Background: an optimization exercise with open tools, aiming at small area. Do not read the settings as production practice. Function was checked by simulation only, so behaviour that the tests miss may differ from the original. Power is estimated from default activity; no workload was simulated.

File: flow/design.v
`timescale 1ns/1ns
package tg_cfg_pkg;
  typedef enum logic [2:0] {
    PAT_RANDOM     = 3'd0,
    PAT_COMPLEMENT = 3'd1,
    PAT_TRANSPOSE  = 3'd2,
    PAT_NEIGHBOR   = 3'd3,
    PAT_TORNADO    = 3'd4
  } pattern_e;
  localparam int RAND_W = 32;
  localparam int TXN_W = 16;
  localparam int STAT_W = 16;
  localparam logic [RAND_W-1:0] LFSR_RESET_SEED = 32'h0000_0001;
endpackage
`timescale 1ns/1ns
package tg_noc_pkg;
  typedef logic [1:0] coord_t;
  typedef logic [0:0] port_t;
  typedef enum logic [2:0] {
    DIR_N = 3'd0,
    DIR_S = 3'd1,
    DIR_E = 3'd2,
    DIR_W = 3'd3,
    DIR_L = 3'd4  
  } dir_e;
endpackage
`timescale 1ns/1ns
`timescale 1ns/1ns
`timescale 1ns/1ns
module tg_credit_next (
  input  logic vld_i,
  input  logic ret_i,
  input  logic out1_i,
  input  logic out2_i,
  output logic out1_o,
  output logic out2_o
);
  assign out1_o = vld_i | out2_i | (out1_i & ~ret_i);
  assign out2_o = ~ret_i & (out2_i | (out1_i & vld_i));
endmodule
`timescale 1ns/1ns
module tg_aoi222 (
  input  logic a1,
  input  logic a2,
  input  logic b1,
  input  logic b2,
  input  logic c1,
  input  logic c2,
  output logic y
);
  assign y = ~((a1 & a2) | (b1 & b2) | (c1 & c2));
endmodule
module tg_aoi22 (
  input  logic a1,
  input  logic a2,
  input  logic b1,
  input  logic b2,
  output logic y
);
  assign y = ~((a1 & a2) | (b1 & b2));
endmodule
`timescale 1ns/1ns
module tg_traffic_gen_top #(
  parameter int MESH_X      = 4,
  parameter int MESH_Y      = 4,
  parameter int LOCAL_PORTS = 2,
  parameter int SENDER_NUM  = MESH_X * MESH_Y * LOCAL_PORTS,
  parameter int CREDIT_NUM  = 2,
  localparam int IDX_W      = (SENDER_NUM > 1) ? $clog2(SENDER_NUM) : 1
) (
  input  logic                          clk,
  input  logic                          rstn,
  input  logic                          run_i,
  input  logic                          seed_load_i,
  input  logic [tg_cfg_pkg::RAND_W-1:0] seed_src_i,
  input  logic [tg_cfg_pkg::RAND_W-1:0] seed_tgt_i,
  input  logic [2:0]                    pattern_i,
  input  logic [SENDER_NUM-1:0]         credit_return_i,
  input  logic [IDX_W-1:0]              stat_sel_i,
  output logic [SENDER_NUM-1:0]         test_vld_o,
  output tg_noc_pkg::coord_t            test_tgt_x_o,
  output tg_noc_pkg::coord_t            test_tgt_y_o,
  output tg_noc_pkg::port_t             test_tgt_port_o,
  output logic [2:0]                    test_route_o,
  output logic [tg_cfg_pkg::TXN_W-1:0]  test_txn_id_o,
  output logic [tg_cfg_pkg::STAT_W-1:0] gen_total_o,
  output logic [tg_cfg_pkg::STAT_W-1:0] sent_total_o,
  output logic [tg_cfg_pkg::STAT_W-1:0] stat_sent_o
);
  localparam int RW = tg_cfg_pkg::RAND_W;
  localparam int SW = tg_cfg_pkg::STAT_W;
  localparam int TW = tg_cfg_pkg::TXN_W;
  logic [RW-1:0] src_q;
  logic [RW-1:0] tgt_q;
  logic [RW-1:0] src_d, tgt_d;
  logic          lfsr_ld, lfsr_sh, lfsr_hd;
  assign lfsr_ld = seed_load_i;  
  assign lfsr_sh = !seed_load_i && run_i;
  assign lfsr_hd = !seed_load_i && !run_i;
  for (genvar i = 0; i < RW; i++) begin : g_lfsr
    logic src_in, tgt_in, src_n, tgt_n;
    if (i == 0) begin : g_fb
      assign src_in = src_q[31] ^ src_q[21] ^ src_q[1] ^ src_q[0];
      assign tgt_in = tgt_q[31] ^ tgt_q[21] ^ tgt_q[1] ^ tgt_q[0];
    end else begin : g_sh
      assign src_in = src_q[i-1];
      assign tgt_in = tgt_q[i-1];
    end
    tg_aoi222 u_src (
      .a1 (lfsr_ld), .a2 (seed_src_i[i]),
      .b1 (lfsr_sh), .b2 (src_in),
      .c1 (lfsr_hd), .c2 (src_q[i]),
      .y  (src_n)
    );
    tg_aoi222 u_tgt (
      .a1 (lfsr_ld), .a2 (seed_tgt_i[i]),
      .b1 (lfsr_sh), .b2 (tgt_in),
      .c1 (lfsr_hd), .c2 (tgt_q[i]),
      .y  (tgt_n)
    );
    assign src_d[i] = ~src_n;
    assign tgt_d[i] = ~tgt_n;
  end
  always_ff @(posedge clk or negedge rstn) begin
    if (!rstn) begin
      src_q <= tg_cfg_pkg::LFSR_RESET_SEED;
      tgt_q <= tg_cfg_pkg::LFSR_RESET_SEED;
    end else begin
      src_q <= src_d;
      tgt_q <= tgt_d;
    end
  end
  tg_noc_pkg::coord_t cx, cy, ctx, cty;
  logic               cport, ctport;
  assign cx     = src_q[1:0];
  assign cy     = src_q[30:29];
  assign cport  = src_q[0] ^ tgt_q[30];
  assign ctport = src_q[30] ^ tgt_q[0];
  always_comb begin
    case (pattern_i)
      3'd1: begin  
        ctx = 2'd3 - cx;
        cty = 2'd3 - cy;
      end
      3'd2: begin  
        ctx = cy;
        cty = cx;
      end
      3'd3, 3'd4: begin  
        ctx = cx + 2'd1;
        cty = cy;
      end
      default: begin  
        ctx = tgt_q[1:0];
        cty = tgt_q[30:29];
      end
    endcase
  end
  logic             live_q;
  logic [IDX_W-1:0] idx_q;
  logic [1:0]       tx_q, ty_q;
  logic             tport_q;
  logic [1:0]       sx, sy;
  logic             vld;
  logic             issue;
  logic [2:0]       route;
  always_ff @(posedge clk or negedge rstn) begin
    if (!rstn) begin
      live_q <= 1'b0;
    end else begin
      live_q <= 1'b1;
    end
  end
  always_ff @(posedge clk) begin
    idx_q   <= {cx, cy, cport};
    tx_q    <= ctx;
    ty_q    <= cty;
    tport_q <= ctport;
  end
  assign sx = idx_q[4:3];
  assign sy = idx_q[2:1];
  always_comb begin
    if (tx_q > sx) begin
      route = 3'd2;  
    end else if (tx_q < sx) begin
      route = 3'd3;  
    end else if (ty_q > sy) begin
      route = 3'd0;  
    end else if (ty_q < sy) begin
      route = 3'd1;  
    end else begin
      route = 3'd4;  
    end
  end
  assign vld = live_q && ((tx_q != sx) || (ty_q != sy));  
  logic [SENDER_NUM-1:0] out1_q;
  logic [SENDER_NUM-1:0] out2_q;
  assign issue = vld && !out2_q[idx_q];  
  always_comb begin
    test_vld_o = '0;
    if (issue) begin
      test_vld_o[idx_q] = 1'b1;
    end
  end
  logic [SENDER_NUM-1:0] out1_d;
  logic [SENDER_NUM-1:0] out2_d;
  for (genvar s = 0; s < SENDER_NUM; s++) begin : g_credit
    tg_credit_next u_next (
      .vld_i  (test_vld_o[s]),
      .ret_i  (credit_return_i[s]),
      .out1_i (out1_q[s]),
      .out2_i (out2_q[s]),
      .out1_o (out1_d[s]),
      .out2_o (out2_d[s])
    );
  end
  always_ff @(posedge clk or negedge rstn) begin
    if (!rstn) begin
      out1_q <= '0;
      out2_q <= '0;
    end else begin
      out1_q <= out1_d;
      out2_q <= out2_d;
    end
  end
  logic [TW-1:0] txn_q;       
  logic [SW-1:0] gen_q;       
  logic [SW-1:0] cnt_q [SENDER_NUM];
  logic [TW:0]   txn_cy;
  logic [SW:0]   gen_cy;
  assign txn_cy[0] = issue;
  assign gen_cy[0] = vld;  
  for (genvar i = 0; i < SW; i++) begin : g_tot
    assign txn_cy[i+1] = txn_cy[i] & txn_q[i];
    assign gen_cy[i+1] = gen_cy[i] & gen_q[i];
  end
  always_ff @(posedge clk or negedge rstn) begin
    if (!rstn) begin
      txn_q <= '0;
      gen_q <= '0;
    end else begin
      txn_q <= txn_q ^ txn_cy[TW-1:0];
      gen_q <= gen_q ^ gen_cy[SW-1:0];
    end
  end
  for (genvar s = 0; s < SENDER_NUM; s++) begin : g_cnt
    logic [SW:0] cyc;
    assign cyc[0] = test_vld_o[s];
    for (genvar i = 0; i < SW; i++) begin : g_bit
      assign cyc[i+1] = cyc[i] & cnt_q[s][i];
    end
    always_ff @(posedge clk or negedge rstn) begin
      if (!rstn) begin
        cnt_q[s] <= '0;
      end else begin
        cnt_q[s] <= cnt_q[s] ^ cyc[SW-1:0];
      end
    end
  end
  localparam int GRP = (SENDER_NUM + 2) / 3;
  logic [3*GRP-1:0]  sel_oh;
  logic [SW-1:0]     grp_n [GRP];
  logic [SW-1:0]     cnt_x [3*GRP];
  for (genvar s = 0; s < 3 * GRP; s++) begin : g_sel
    if (s < SENDER_NUM) begin : g_used
      assign sel_oh[s] = (stat_sel_i == IDX_W'(s));
      assign cnt_x[s]  = cnt_q[s];
    end else begin : g_pad
      assign sel_oh[s] = 1'b0;
      assign cnt_x[s]  = '0;
    end
  end
  for (genvar k = 0; k < GRP; k++) begin : g_grp
    for (genvar b = 0; b < SW; b++) begin : g_bit
      if (3 * k + 2 < SENDER_NUM) begin : g_three
        tg_aoi222 u_aoi (
          .a1 (sel_oh[3*k]),   .a2 (cnt_x[3*k][b]),
          .b1 (sel_oh[3*k+1]), .b2 (cnt_x[3*k+1][b]),
          .c1 (sel_oh[3*k+2]), .c2 (cnt_x[3*k+2][b]),
          .y  (grp_n[k][b])
        );
      end else begin : g_two
        tg_aoi22 u_aoi (
          .a1 (sel_oh[3*k]),   .a2 (cnt_x[3*k][b]),
          .b1 (sel_oh[3*k+1]), .b2 (cnt_x[3*k+1][b]),
          .y  (grp_n[k][b])
        );
      end
    end
  end
  always_comb begin
    stat_sent_o = '0;
    for (int k = 0; k < GRP; k++) begin
      stat_sent_o = stat_sent_o | ~grp_n[k];
    end
  end
  assign test_tgt_x_o    = tx_q;
  assign test_tgt_y_o    = ty_q;
  assign test_tgt_port_o = tport_q;
  assign test_route_o    = route;
  assign test_txn_id_o   = txn_q;
  assign gen_total_o     = gen_q;
  assign sent_total_o    = txn_q;
endmodule
File: flow/flow/run.sh
#!/bin/bash
# Standard ORFS layout, with the port buffers made from the smallest buffer
# cell instead of the delay cell buffer_ports picks by default, and a clock
# tree without dummy balancing loads.
set -euo pipefail
export BUFFER_PORTS_ARGS="-buffer_cell sky130_fd_sc_hd__buf_1"
export CTS_ARGS="-sink_clustering_enable -repair_clock_nets -sink_clustering_size 16 -sink_clustering_max_diameter 80 -buf_list sky130_fd_sc_hd__clkbuf_8 -dont_use_dummy_load"
bash standard.sh finish > standard.log 2>&1
File: flow/standard.sh
#!/bin/bash
# synth_recipe.tcl (not shown) runs the flow's synth.tcl, then flattens the netlist and writes it again
# the make line also repeats each setting of config.mk as NAME=value (left out here)
make -C /OpenROAD-flow-scripts/flow DESIGN_CONFIG=/design/flow/config.mk WORK_HOME=/design/flow/orfs CLKGATE_MAP_FILE= SYNTH_SCRIPT=/design/flow/synth_recipe.tcl "${@:-finish}"
File: flow/config.mk
export PLATFORM = sky130hd
export DESIGN_NAME = tg_traffic_gen_top
export DESIGN_NICKNAME = tg_traffic_gen_top
export VERILOG_FILES = /design/flow/design.v
export SDC_FILE = /design/flow/constraint.sdc
export NUM_CORES = 4
export LEC_CHECK = 0
export CAP_MARGIN = 20
export CORE_MARGIN = 2
export CORE_UTILIZATION = 40
export CTS_BUF_LIST = sky130_fd_sc_hd__clkbuf_8
export CTS_CLUSTER_DIAMETER = 80
export CTS_CLUSTER_SIZE = 16
export SLEW_MARGIN = 20
export SYNTH_HIERARCHICAL = 1
export SYNTH_MINIMUM_KEEP_SIZE = 0
File: flow/constraint.sdc
create_clock -name core_clock -period 5.5 [get_ports {clk}]
set_input_delay 1.1000 -clock core_clock [delete_from_list [all_inputs] [get_ports {clk}]]
set_output_delay 1.1000 -clock core_clock [all_outputs]
set_load 0.01 [all_outputs]
==> results_dict.tcl, run 1 <==
set metrics [dict create \
    vias 18100 \
    leakagePower_nw 18.0 \
    synth_top_area_share 0.573 \
    finish.utilization 0.444 \
    hold_path_class "flop to flop" \
    p_sw_mw 2.30 \
    skew_ns 0.0792 \
    yosysWarnings 12 \
    yosysSeqAreaShare 0.582 \
    multiInputGateArea_um2 11700 \
    yosys.cell_types.count 65 \
    final_antenna_net_count 0 \
    wire_per_inst_um 20.2 \
    preCtsSetupSlack_ns 0.255 \
    drc 0 \
    clock_latency_ns 0.67 \
    p_seq_frac 0.634 \
    syn-cell-area_um2 29300 \
    grt_pass1_vias 19300 \
    cts_tree "built" \
    cp_top_family "adder cells" \
    crit_start "idx_q[3]$_DFF_P_" \
    drive_gt1_frac 0.0798 \
    synth_edf_count 0 \
    path_max_fanout 16 \
    end_kind "flop" \
    internal-power_mw 6.43 \
    worst_slack_ns 0.262 \
    hold_viol 0 \
    synth.area.top_cells "dfrtp_1, ha_1, a222oi_1" \
    cp_common_cell "ha_1" \
    clockBufferDepth 3 \
    syn_avg_cell_area_um2 14.5 \
    cts_hold_buf 0 \
    ys_top_cells_by_count "dfrtp_1, ha_1, a222oi_1" \
    setup_viol 0 \
    fillers 6610 \
    yosys_register_bits 683 \
    antenna_found_initial 1 \
    cts-htree-levels 2 \
    grt_pass1_wl_um 107000 \
    grt_max_degree 140 \
    slowest_stage "nor4_1" \
    die_x_um 275 \
    startpoint_type "flop" \
    synth_nets 2645 \
    gr-total-overflow 0 \
    crit_end "cnt_q[20][15]$_DFF_PN0_" \
    r2r-start "idx_q[3]$_DFF_P_" \
    period_needed_ns 5.24 \
    r2r-end "cnt_q[20][15]$_DFF_PN0_" \
    antennaDiodeCount 0 \
    slowest_delay_ns 0.55 \
    ys_async_sr_fraction 0.985 \
    nNetsFinal 2920 \
    synth_area_leader_cell "dfrtp_1" \
    cts_sinks 683 \
    outcome "timing/DRC/antenna clean" \
    cts_buffers 49 \
    path_cells "buf_4 -> nor4_1 -> nor3_1 -> o211ai_1 -> a21oi_1 -> ha_1 -> ha_1 -> ha_1 -> ha_1 -> ha_1 -> ha_1 -> ha_1 -> ha_1 -> ha_1 -> ha_1 -> ha_1 -> ha_1 -> ha_1 -> ha_1 -> ha_1 -> xor2_1" \
    gp_congestion 0.942 \
    combPwrFrac 0.100 \
    syn2layout_area_growth_pct 10.3 \
    r2r_cells 21 \
    grt_util_all_layers 0.178 \
    dr.pass1.iters 8 \
    synthCells 2020 \
    fp.dieH_um 275 \
    seqCellArea_um2 17000 \
    tightest_slew_ns 1.16 \
    tns_ns 0 \
    period_share 0.952 \
    maxSlewViolCount 0 \
    routed_wl_um 65800 \
    path_class "flop to flop" \
    slew_headroom 0.227 \
    die_area_um2 75400 \
    worstPathArrival_ns 5.73 \
    switching_share 0.264 \
    synth_most_common_cell "dfrtp_1" \
    r2r_setup_slack_ns 0.26 \
    cp.depth 21 \
    irDropWorstVdd_uv 251 \
    port_buffers 211 \
    root_buffer "clkbuf_8" \
    rows 99 \
    p_clk_frac 0.266 \
    design.core.area_um2 72700 \
    clk_pin_slew_ns 0.11 \
    via_per_inst 5.55 \
    synth_ff_type "dfrtp_1" \
    fmax_ghz 0.191 \
    drt-initial-drc-count 1904 \
    critPathBufInv 1 \
    maxCapViolCount 0 \
    place_hpwl_um 50700 \
    ios 212 \
    hold_slack_ns 0.466 \
    final_cells 3252 \
    initial_utilization 0.403 \
    p_per_area_nw_per_um2 270 \
    post-place-cells 3203 \
    required_ns 5.99 \
    rsz0062_at_grt "false" \
]
[Yosys stat by module, one instance, submodules excluded]
| module | cell area [um2] | cells |
|---|---|---|
| tg_credit_next | 21.3 | 5 |
| tg_aoi22 | 12.5 | 1 |
| tg_aoi222 | 10.0 | 1 |
| tg_traffic_gen_top | 26200 | 1620 |
[power groups by stage]
stage                     logic, mW  clock network, mW  registers (mW)
after global placement        0.836                  0            5.62
final                         0.876               2.32            5.53
after CTS                     0.881               2.46            5.53
after detailed placement      0.878                  0            5.63
after global routing           1.01               2.65            5.57
after floorplan               0.484                  0            5.59
[final cells by class]
cell class,instances,share of cell area
Clock buffer,49,0.0209
Tap cell,959,0.0371
Sequential cell,683,0.528
Multi-Input combinational cell,1196,0.363
Inverter,105,0.0122
Timing Repair Buffer,260,0.0389
[cell usage in the layout, fill, tap and decap left out, types with 3 or more instances in the layout]
cell / n
clkbuf_8: 49
nor3_1: 4
nand2b_1: 6
o211ai_1: 22
nand2_1: 6
dfrtp_1: 671
a22o_1: 3
nand3_1: 3
inv_1: 105
a21oi_2: 10
dfxtp_1: 9
a222oi_1: 224
nor2b_1: 6
xnor2_1: 4
nor2_2: 22
buf_4: 42
mux2_2: 3
xor2_1: 39
buf_1: 209
o21ai_0: 15
a22oi_2: 16
or3b_2: 3
o21ai_1: 33
ha_1: 517
nand3b_1: 4
nor2_1: 100
buf_12: 7
nand4_1: 48
a21oi_1: 54
mux4_2: 6
[how the worst min path moves through the flow]
stage / startpoint / end / slack, ns / depth (start not counted)
floorplan: src_q[29]$_DFF_PN0_ / idx_q[1]$_DFF_P_ / 0.44 / 0
global placement: cnt_q[27][15]$_DFF_PN0_ / cnt_q[27][15]$_DFF_PN0_ / 0.45 / 1
detailed placement: cnt_q[12][15]$_DFF_PN0_ / cnt_q[12][15]$_DFF_PN0_ / 0.45 / 1
CTS: gen_q[15]$_DFF_PN0_ / gen_q[15]$_DFF_PN0_ / 0.47 / 1
global route: cnt_q[12][15]$_DFF_PN0_ / cnt_q[12][15]$_DFF_PN0_ / 0.48 / 1
finish: gen_q[15]$_DFF_PN0_ / gen_q[15]$_DFF_PN0_ / 0.47 / 1
[registers in the layout, indices dropped and copies added, names as in the netlist]
signal,cells
cnt_q,512
out1_q,32
out2_q,32
src_q,32
tgt_q,32
gen_q,16
txn_q,16
idx_q,5
tx_q,2
ty_q,2
live_q,1
tport_q,1
[worst register-to-register path: stages, from the launching register on]
cell and delay [ns]:
dfxtp_1 0.33, buf_4 0.20, nor4_1 0.55, nor3_1 0.29, o211ai_1 0.24, a21oi_1 0.15, ha_1 0.24, ha_1 0.22
ha_1 0.22, ha_1 0.23, ha_1 0.22, ha_1 0.20, ha_1 0.20, ha_1 0.21, ha_1 0.21, ha_1 0.21
ha_1 0.20, ha_1 0.20, ha_1 0.20, ha_1 0.20, ha_1 0.21, xor2_1 0.16
[routing by layer]
layer	global-route usage	wire [um]
met5	0	13
met4	0.0724	2510
met3	0.0422	4100
met2	0.298	31500
met1	0.222	27700
[kinds of logic after synthesis]
group                    synth area share
AO/OA/AOI/OAI                       0.118
flip-flops                          0.582
AND/OR/NAND/NOR                    0.0378
buffers and inverters              0.0219
other                            0.000128
XOR/XNOR                           0.0129
multiplexers                      0.00645
adder cells (fa/ha/maj)             0.221
[through the flow]
step                total power, mW  cell area, um2
floorplan                      6.08           29300
global placement               6.45           31500
detailed placement             6.51           31500
CTS                            8.87           32200
global route                   9.23           32300
finish                         8.73           32300
[timing repair]
action                                  in CTS  in global routing
endpoints found under the setup margin       0                 29
hold endpoints to repair                     0                  0
setup buffers                                0                  0
resized for setup                            0                  9
==> run 2: changes to the inputs <==
==> flow/flow/run.sh (replaced) <==
#!/bin/bash
# Standard ORFS layout, with the port buffers made from the smallest buffer
# cell instead of the delay cell buffer_ports picks by default, and a clock
# tree of small leaf buffers without dummy balancing loads.
set -euo pipefail
export BUFFER_PORTS_ARGS="-buffer_cell sky130_fd_sc_hd__buf_1"
export CTS_ARGS="-sink_clustering_enable -repair_clock_nets -sink_clustering_size 10 -sink_clustering_max_diameter 60 -buf_list {sky130_fd_sc_hd__clkbuf_4 sky130_fd_sc_hd__clkbuf_8} -sink_clustering_buffer sky130_fd_sc_hd__clkbuf_4 -dont_use_dummy_load"
bash standard.sh finish > standard.log 2>&1
--- a/flow/config.mk
+++ b/flow/config.mk
@@ -9,7 +9,7 @@
 export CORE_MARGIN = 2
 export CORE_UTILIZATION = 40
-export CTS_BUF_LIST = sky130_fd_sc_hd__clkbuf_8
-export CTS_CLUSTER_DIAMETER = 80
-export CTS_CLUSTER_SIZE = 16
+export CTS_BUF_LIST = sky130_fd_sc_hd__clkbuf_4 sky130_fd_sc_hd__clkbuf_8
+export CTS_CLUSTER_DIAMETER = 60
+export CTS_CLUSTER_SIZE = 10
 export SLEW_MARGIN = 20
 export SYNTH_HIERARCHICAL = 1
==> run 2 against run 1 <==
Via count increased by 1.6%; critical path type unchanged; utilization decreased by 0.060 points; still clean; clock skew decreased by 0.016 ns; final cell count increased by 0.95%; sequential cell count unchanged; critical endpoint is now cnt_q[30][15]$_DFF_PN0_; register-to-register slack about the same; combinational power decreased by 0.7%; first-iteration DRC count increased by 0.95%; total power decreased by 0.32%.
==> results_dict.tcl, run 2 <==
set metrics [dict create \
    nNetsFinal 2951 \
    syn-cell-area_um2 29300 \
    p_seq_frac 0.636 \
    cts-htree-levels 3 \
    largest_reg_flops 512 \
    syn2layout_area_growth_pct 10.1 \
    cts_hold_buf 0 \
    startpoint_type "flop" \
    min_from "gen_q[15]$_DFF_PN0_" \
    ios 212 \
    hold_path_class "flop to flop" \
    synth_nets 2645 \
    via_per_inst 5.58 \
    routed_wl_um 66100 \
    outcome "timing/DRC/antenna clean" \
    vias 18300 \
    die_area_um2 75400 \
    antenna_found_initial 2 \
    crit_start "idx_q[4]$_DFF_P_" \
    root_buffer "clkbuf_8" \
    cts_sinks 683 \
    internal-power_mw 6.38 \
    cts_setup_buffers 0 \
    fp.dieH_um 275 \
    fmax_ghz 0.191 \
    final_antenna_net_count 0 \
    clock_latency_ns 0.67 \
    die_x_um 275 \
    synthCells 2020 \
    ys_top_cells_by_count "dfrtp_1, ha_1, a222oi_1" \
    worstPathArrival_ns 5.73 \
    p_clk_frac 0.264 \
    top_register "cnt_q" \
    most-common-layout-cells "dfrtp_1, ha_1, a222oi_1, buf_1, inv_1" \
    wire_per_inst_um 20.1 \
    required_ns 6.00 \
    wl_met3_um 4680 \
    setup_viol 0 \
    synth_ff_type "dfrtp_1" \
    highest_layer "met5" \
    dr.pass1.iters 9 \
    rows 99 \
    p_per_area_nw_per_um2 270 \
    end_kind "flop" \
    drt-initial-drc-count 1922 \
    initial_utilization 0.403 \
    combPwrFrac 0.100 \
    yosysWarnings 12 \
    path_class "flop to flop" \
    syn_avg_cell_area_um2 14.5 \
    final_common_cell "dfrtp_1" \
    drive_gt1_frac 0.0895 \
    hold_depth 1 \
    maxSlewViolCount 0 \
    drc 0 \
    synth_top_area_share 0.573 \
    synth.area.top_cells "dfrtp_1, ha_1, a222oi_1" \
    clk_pin_slew_ns 0.10 \
    rsz0062_at_grt "true" \
    grt_util_all_layers 0.180 \
    gp_congestion 0.942 \
    port_buffers 211 \
    r2r-start "idx_q[4]$_DFF_P_" \
    slew_headroom 0.203 \
    yosys_register_bits 683 \
    irDropWorstVdd_uv 192 \
    period_needed_ns 5.23 \
    fillers 6640 \
    period_share 0.951 \
    tightest_slew_ns 1.19 \
    design.core.area_um2 72700 \
    switching_share 0.267 \
    skew_ns 0.0634 \
    clockBufferDepth 3 \
    wl_met1_um 27300 \
    antennaDiodeCount 0 \
    cts_buffers 80 \
    r2r_cells 22 \
    cts_tree "built" \
    grt_pass1_vias 19600 \
    hold_viol 0 \
    grt_pass1_wl_um 108000 \
    wl_met2_um 31500 \
    synth_most_common_cell "dfrtp_1" \
    maxCapViolCount 0 \
    yosysSeqAreaShare 0.582 \
    grt_max_degree 140 \
    ys_async_sr_fraction 0.985 \
    synth_area_leader_cell "dfrtp_1" \
    synth_edf_count 0 \
    leakagePower_nw 18.0 \
    path_max_fanout 8 \
    gr-total-overflow 0 \
    yosys.cell_types.count 65 \
    p_sw_mw 2.33 \
    place_hpwl_um 50700 \
    tns_ns 0 \
    hold_slack_ns 0.469 \
    cts_resized 0 \
]
==> run 2: cell count changes in the layout (fill, tap and decap cells not counted), moves of 2 or more <==
cell / before / now
clkbuf_4: 0 / 71
clkbuf_8: 49 / 9
a211oi_1: 1 / 3
a211oi_2: 2 / 0
==> run 2: worst max-delay path, stage by stage (launching register included) <==
cell,delay (ns)
dfxtp_1,0.35
inv_1,0.13
ha_1,0.36
and4_1,0.33
and3b_1,0.32
o211ai_1,0.26
a21oi_2,0.10
ha_1,0.23
ha_1,0.21
ha_1,0.21
ha_1,0.21
ha_1,0.20
ha_1,0.20
ha_1,0.20
ha_1,0.20
ha_1,0.20
ha_1,0.20
ha_1,0.20
ha_1,0.20
ha_1,0.20
ha_1,0.20
ha_1,0.21
xor2_1,0.16
==> run 2: per-layer routing <==
metal | up-vias | track usage
li1 | 8416 | -
met1 | 9201 | 0.221
met2 | 578 | 0.302
met3 | 135 | 0.0452
met4 | 4 | 0.0788
met5 | - | 0
==> run 2: worst paths after layout <==
kind                                                end  slack, ns
max in group asynchronous           src_q[18]$_DFF_PN0_       3.65
worst max-delay path            cnt_q[30][15]$_DFF_PN0_       0.27
worst max register to register  cnt_q[30][15]$_DFF_PN0_       0.27
worst min-delay path                gen_q[15]$_DFF_PN0_       0.47
worst min register to register      gen_q[15]$_DFF_PN0_       0.47
min in group asynchronous       cnt_q[15][14]$_DFF_PN0_       0.57
==> run 2: metrics by stage <==
stage	power, mW	area, um2	utilization	worst slack [ns]	std cells
final	8.70	32300	0.444	0.267	3283
after global routing	9.22	32300	0.444	-0.167	3283
after CTS	8.87	32200	0.443	0.220	3283
after detailed placement	6.51	31500	0.434	0.255	3203
after global placement	6.45	31500	0.434	0.356	3202
after floorplan	6.08	29300	-	0.589	2020
==> run 2: cells by family after synthesis <==
family	synth area share
multiplexers	0.00645
flip-flops	0.582
adder cells (fa/ha/maj)	0.221
XOR/XNOR	0.0129
AND/OR/NAND/NOR	0.0378
AO/OA/AOI/OAI	0.118
buffers and inverters	0.0219
other	0.000128
==> run 2: layout make-up <==
class                   instances  area, um2  area share
clock buffers                  80        657      0.0204
inverters                     105        394      0.0122
multi-input cells            1196      11700       0.363
flip-flops and latches        683      17000       0.528
well taps                     959       1200      0.0372
repair buffers                260       1250      0.0388
==> run 2: modules after synthesis, one instance, submodules excluded <==
module              cells  times used  cell area (um2)
tg_aoi22                1          16             12.5
tg_aoi222               1         224             10.0
tg_credit_next          5          32             21.3
tg_traffic_gen_top   1620           1            26200
==> run 2: power groups by stage <==
| stage | clock network (mW) | registers, mW | logic [mW] |
|---|---|---|---|
| floorplan | 0 | 5.59 | 0.484 |
| CTS | 2.45 | 5.53 | 0.881 |
| finish | 2.30 | 5.53 | 0.870 |
| global placement | 0 | 5.62 | 0.836 |
| global route | 2.65 | 5.57 | 0.999 |
| detailed placement | 0 | 5.63 | 0.878 |
==> run 3: changes to the inputs <==
--- a/flow/design.v
+++ b/flow/design.v
@@ -31,4 +31,5 @@
   input  logic vld_i,
   input  logic ret_i,
+  input  logic live_i,
   input  logic out1_i,
   input  logic out2_i,
@@ -36,6 +37,6 @@
   output logic out2_o
 );
-  assign out1_o = vld_i | out2_i | (out1_i & ~ret_i);
-  assign out2_o = ~ret_i & (out2_i | (out1_i & vld_i));
+  assign out1_o = live_i & (vld_i | out2_i | (out1_i & ~ret_i));
+  assign out2_o = live_i & ~ret_i & (out2_i | (out1_i & vld_i));
 endmodule
 `timescale 1ns/1ns
@@ -91,30 +92,56 @@
   localparam int SW = tg_cfg_pkg::STAT_W;
   localparam int TW = tg_cfg_pkg::TXN_W;
-  logic [RW-1:0] src_q;
-  logic [RW-1:0] tgt_q;
+  logic live_q;
+  always_ff @(posedge clk or negedge rstn) begin
+    if (!rstn) begin
+      live_q <= 1'b0;
+    end else begin
+      live_q <= 1'b1;
+    end
+  end
+  logic [RW-1:0] src_q, tgt_q;
+  logic [RW-1:0] src_w, tgt_w;
   logic [RW-1:0] src_d, tgt_d;
-  logic          lfsr_ld, lfsr_sh, lfsr_hd;
-  assign lfsr_ld = seed_load_i;  
-  assign lfsr_sh = !seed_load_i && run_i;
-  assign lfsr_hd = !seed_load_i && !run_i;
+  assign src_w = live_q ? src_q : tg_cfg_pkg::LFSR_RESET_SEED;
+  assign tgt_w = live_q ? tgt_q : tg_cfg_pkg::LFSR_RESET_SEED;
+  logic lfsr_ld, lfsr_sh, lfsr_hd, lfsr_sh_w, lfsr_hd_w;
+  assign lfsr_ld   = seed_load_i;  
+  assign lfsr_sh   = !seed_load_i && run_i;
+  assign lfsr_hd   = !seed_load_i && !run_i;
+  assign lfsr_sh_w = lfsr_sh && live_q;
+  assign lfsr_hd_w = lfsr_hd && live_q;
   for (genvar i = 0; i < RW; i++) begin : g_lfsr
-    logic src_in, tgt_in, src_n, tgt_n;
+    logic src_in, tgt_in, src_self, tgt_self, sh, hd, src_n, tgt_n;
     if (i == 0) begin : g_fb
-      assign src_in = src_q[31] ^ src_q[21] ^ src_q[1] ^ src_q[0];
-      assign tgt_in = tgt_q[31] ^ tgt_q[21] ^ tgt_q[1] ^ tgt_q[0];
+      assign src_in = src_w[31] ^ src_w[21] ^ src_w[1] ^ src_w[0];
+      assign tgt_in = tgt_w[31] ^ tgt_w[21] ^ tgt_w[1] ^ tgt_w[0];
+    end else if (i == 1) begin : g_sh1
+      assign src_in = src_w[0];
+      assign tgt_in = tgt_w[0];
     end else begin : g_sh
-      assign src_in = src_q[i-1];
+      assign src_in = src_q[i-1];  
       assign tgt_in = tgt_q[i-1];
     end
+    if (i < 2) begin : g_low
+      assign src_self = src_w[i];
+      assign tgt_self = tgt_w[i];
+      assign sh       = lfsr_sh;
+      assign hd       = lfsr_hd;
+    end else begin : g_high
+      assign src_self = src_q[i];
+      assign tgt_self = tgt_q[i];
+      assign sh       = lfsr_sh_w;
+      assign hd       = lfsr_hd_w;
+    end
     tg_aoi222 u_src (
       .a1 (lfsr_ld), .a2 (seed_src_i[i]),
-      .b1 (lfsr_sh), .b2 (src_in),
-      .c1 (lfsr_hd), .c2 (src_q[i]),
+      .b1 (sh),      .b2 (src_in),
+      .c1 (hd),      .c2 (src_self),
       .y  (src_n)
     );
     tg_aoi222 u_tgt (
       .a1 (lfsr_ld), .a2 (seed_tgt_i[i]),
-      .b1 (lfsr_sh), .b2 (tgt_in),
-      .c1 (lfsr_hd), .c2 (tgt_q[i]),
+      .b1 (sh),      .b2 (tgt_in),
+      .c1 (hd),      .c2 (tgt_self),
       .y  (tgt_n)
     );
@@ -122,19 +149,14 @@
     assign tgt_d[i] = ~tgt_n;
   end
-  always_ff @(posedge clk or negedge rstn) begin
-    if (!rstn) begin
-      src_q <= tg_cfg_pkg::LFSR_RESET_SEED;
-      tgt_q <= tg_cfg_pkg::LFSR_RESET_SEED;
-    end else begin
-      src_q <= src_d;
-      tgt_q <= tgt_d;
-    end
+  always_ff @(posedge clk) begin
+    src_q <= src_d;
+    tgt_q <= tgt_d;
   end
   tg_noc_pkg::coord_t cx, cy, ctx, cty;
   logic               cport, ctport;
-  assign cx     = src_q[1:0];
-  assign cy     = src_q[30:29];
-  assign cport  = src_q[0] ^ tgt_q[30];
-  assign ctport = src_q[30] ^ tgt_q[0];
+  assign cx     = src_w[1:0];
+  assign cy     = src_w[30:29];
+  assign cport  = src_w[0] ^ tgt_w[30];
+  assign ctport = src_w[30] ^ tgt_w[0];
   always_comb begin
     case (pattern_i)
@@ -152,10 +174,9 @@
       end
       default: begin  
-        ctx = tgt_q[1:0];
-        cty = tgt_q[30:29];
+        ctx = tgt_w[1:0];
+        cty = tgt_w[30:29];
       end
     endcase
   end
-  logic             live_q;
   logic [IDX_W-1:0] idx_q;
   logic [1:0]       tx_q, ty_q;
@@ -165,11 +186,4 @@
   logic             issue;
   logic [2:0]       route;
-  always_ff @(posedge clk or negedge rstn) begin
-    if (!rstn) begin
-      live_q <= 1'b0;
-    end else begin
-      live_q <= 1'b1;
-    end
-  end
   always_ff @(posedge clk) begin
     idx_q   <= {cx, cy, cport};
@@ -209,4 +223,5 @@
       .vld_i  (test_vld_o[s]),
       .ret_i  (credit_return_i[s]),
+      .live_i (live_q),
       .out1_i (out1_q[s]),
       .out2_i (out2_q[s]),
@@ -215,12 +230,7 @@
     );
   end
-  always_ff @(posedge clk or negedge rstn) begin
-    if (!rstn) begin
-      out1_q <= '0;
-      out2_q <= '0;
-    end else begin
-      out1_q <= out1_d;
-      out2_q <= out2_d;
-    end
+  always_ff @(posedge clk) begin
+    out1_q <= out1_d;
+    out2_q <= out2_d;
   end
   logic [TW-1:0] txn_q;       
==> run 3 against run 2 <==
Cell area is 1.1% lower; still clean; total power is 3.5% lower; wire length fell by 1.1%; combinational power down 21%; largest power group unchanged.
==> results_dict.tcl, run 3 <==
set metrics [dict create \
    outcome "timing/DRC/antenna clean" \
    maxCapViolCount 0 \
    yosysSeqAreaShare 0.566 \
    seqCellArea_um2 16400 \
    clockBufferDepth 3 \
    vias 18200 \
    combPwrFrac 0.082 \
    grt_max_degree 163 \
    period_share 0.945 \
    synth_nets 2623 \
    syn_avg_cell_area_um2 14.5 \
    gp_congestion 0.916 \
    worstPathArrival_ns 5.73 \
    p_sw_mw 2.17 \
    ys_top_cells_by_count "dfrtp_1, ha_1, a222oi_1" \
    yosysWarnings 12 \
    gr-total-overflow 0 \
    slew_headroom 0.375 \
    wire_per_inst_um 20.1 \
    grt_pass1_wl_um 106000 \
    p_per_area_nw_per_um2 263 \
    path_max_fanout 28 \
    maxSlewViolCount 0 \
    p_clk_frac 0.276 \
    fp.dieH_um 273 \
    end_kind "flop" \
    ios 212 \
    synth_ff_type "dfrtp_1" \
    largest_reg_flops 512 \
    syn2layout_area_growth_pct 10.1 \
    cts_buffers 80 \
    cts_sinks 683 \
    routed_wl_um 65400 \
    final_common_cell "dfrtp_1" \
    synthCells 1998 \
    p_seq_frac 0.642 \
    most-common-layout-cells "dfrtp_1, ha_1, a222oi_1, buf_1, dfxtp_1" \
    die_area_um2 74700 \
    hold_slack_ns 0.438 \
    leakagePower_nw 17.4 \
    skew_ns 0.0816 \
    path_class "flop to flop" \
    tightest_slew_ns 0.931 \
    setup_viol 0 \
    tns_ns 0 \
    cts_hold_buf 0 \
    synth_edf_count 0 \
    grt_util_all_layers 0.178 \
    hold_path_class "flop to flop" \
    grt_pass1_vias 19200 \
    die_x_um 273 \
    synth_most_common_cell "dfrtp_1" \
    dr.pass1.iters 10 \
    final_antenna_net_count 0 \
    irDropWorstVdd_uv 179 \
    internal-power_mw 6.22 \
    rows 98 \
    port_buffers 211 \
    drc 0 \
    finish.utilization 0.446 \
    syn-cell-area_um2 29000 \
    ys_async_sr_fraction 0.798 \
    multiInputGateArea_um2 12200 \
    switching_share 0.259 \
    rsz0062_at_grt "false" \
    drt-initial-drc-count 1949 \
    hold_viol 0 \
    fillers 6614 \
    fmax_ghz 0.192 \
    period_needed_ns 5.20 \
    clock_latency_ns 0.67 \
    initial_utilization 0.405 \
    cts-htree-levels 3 \
    antenna_found_initial 6 \
    drive_gt1_frac 0.0978 \
    synth_top_area_share 0.470 \
    nNetsFinal 2928 \
    required_ns 6.03 \
    clk_pin_slew_ns 0.11 \
    yosys.cell_types.count 61 \
    design.core.area_um2 71600 \
    place_hpwl_um 50300 \
    via_per_inst 5.60 \
    root_buffer "clkbuf_8" \
    cts_tree "built" \
    synth.area.top_cells "dfrtp_1, ha_1, dfxtp_1" \
    startpoint_type "flop" \
    synth_area_leader_cell "dfrtp_1" \
    yosys_register_bits 683 \
    top_register "cnt_q" \
]
## run 3: cell type report
| type | instances | share of cell area |
|---|---|---|
| Sequential cell | 683 | 0.514 |
| Multi-Input combinational cell | 1204 | 0.381 |
| Timing Repair Buffer | 260 | 0.0381 |
| Tap cell | 950 | 0.0373 |
| Clock buffer | 80 | 0.0206 |
| Inverter | 74 | 0.00871 |
| Antenna cell | 2 | 0.000157 |
## run 3: cells by family after synthesis
group                    count (synthesis)  share of synthesized area
multiplexers                            12                    0.00712
flip-flops                             683                      0.566
buffers and inverters                  111                     0.0185
XOR/XNOR                                45                     0.0136
other                                    1                   0.000129
adder cells (fa/ha/maj)                517                      0.223
AND/OR/NAND/NOR                        232                     0.0463
AO/OA/AOI/OAI                          397                      0.126
## run 3: power groups by stage
stage | Sequential, mW | Clock [mW] | Combinational (mW)
after CTS | 5.39 | 2.46 | 0.690
after global placement | 5.48 | 0 | 0.655
final | 5.39 | 2.32 | 0.687
after global routing | 5.42 | 2.66 | 0.779
after detailed placement | 5.49 | 0 | 0.687
after floorplan | 5.47 | 0 | 0.366
## run 3: final timing paths
kind / startpoint / to / slack, ns / cells after the start
hold reg to reg: src_q[23]$_DFF_P_ / src_q[24]$_DFF_P_ / 0.44 / 2
setup reg to reg: idx_q[0]$_DFF_P_ / cnt_q[19][15]$_DFF_PN0_ / 0.30 / 23
min in group asynchronous: rstn / txn_q[10]$_DFF_PN0_ / 0.57 / 1
hold / removal: src_q[23]$_DFF_P_ / src_q[24]$_DFF_P_ / 0.44 / 2
setup / recovery: idx_q[0]$_DFF_P_ / cnt_q[19][15]$_DFF_PN0_ / 0.30 / 23
max in group asynchronous: rstn / cnt_q[0][15]$_DFF_PN0_ / 3.55 / 2
## run 3: metal layers
layer  track usage  vias to the layer above  wire length [um]
met4        0.0643                        8              1690
li1              -                     8448                 -
met5             0                        -                53
met1         0.224                     9094             27400
met2         0.298                      570             31600
met3        0.0424                      101              4570
## run 3: Yosys stat by module, one instance, submodules excluded
| module | times used | cells | cell area, um2 | flops+latches |
|---|---|---|---|---|
| tg_traffic_gen_top | 1 | 1630 | 25700 | 683 |
| tg_credit_next | 32 | 4 | 27.5 | 0 |
| tg_aoi22 | 16 | 1 | 12.5 | 0 |
| tg_aoi222 | 224 | 1 | 10.0 | 0 |
## run 3: timing repair
action / 4_1_cts / 5_1_grt
setup endpoints to repair: 0 / 27
buffers inserted: 0 / 2
resized for setup: 0 / 6
## run 3: worst max-delay path: stages, from the launching register on
cell,delay (ns)
dfxtp_1,0.37
buf_4,0.19
mux4_2,0.37
o22ai_1,0.11
o311ai_4,0.27
buf_12,0.24
a21oi_1,0.10
buf_4,0.16
ha_1,0.19
ha_1,0.21
ha_1,0.21
ha_1,0.21
ha_1,0.20
ha_1,0.20
ha_1,0.20
ha_1,0.21
ha_1,0.20
ha_1,0.21
ha_1,0.21
ha_1,0.21
ha_1,0.20
ha_1,0.20
ha_1,0.20
xor2_1,0.16
## run 3: per-stage QoR
stage               std cells  setup WS [ns]  area [um2]  power (mW)
floorplan                1998          0.273       29000        5.84
global route             3252         0.0284       31900        8.86
global placement         3168          0.205       31100        6.14
detailed placement       3169         0.0907       31100        6.18
finish                   3253          0.303       31900        8.40
CTS                      3249         0.0693       31800        8.54

==> separate check: timing with driven ports <==
Ports are ideal in the flow. The routed layouts listed here were re-timed in OpenROAD.
Step 1, drivers: a clkbuf_16 drives clk and a buf_2 each remaining input, both assumed.
Step 2 times the ports against the registers' clock, not the clock port: input delays grow and output delays shrink by t, the midpoint of the rising clock arrivals with the driver on.
Three values: ideal, step 1, step 2; two values: the first two.
run	t, ns	setup slack, ns	worst hold slack (ns)	slew at the worst register clock pin (ns)	pins driven straight from the clock port
run 1	0.683	0.262 / 0.262 / 0.262	0.466 / 0.466 / 0.466	0.11 / 0.11	1
run 2	0.692	0.267 / 0.267 / 0.267	0.469 / 0.469 / 0.469	0.11 / 0.11	1
run 3	0.697	0.303 / 0.303 / 0.303	0.438 / 0.438 / 0.438	0.12 / 0.12	1
After both steps setup and hold are still met in every run listed.
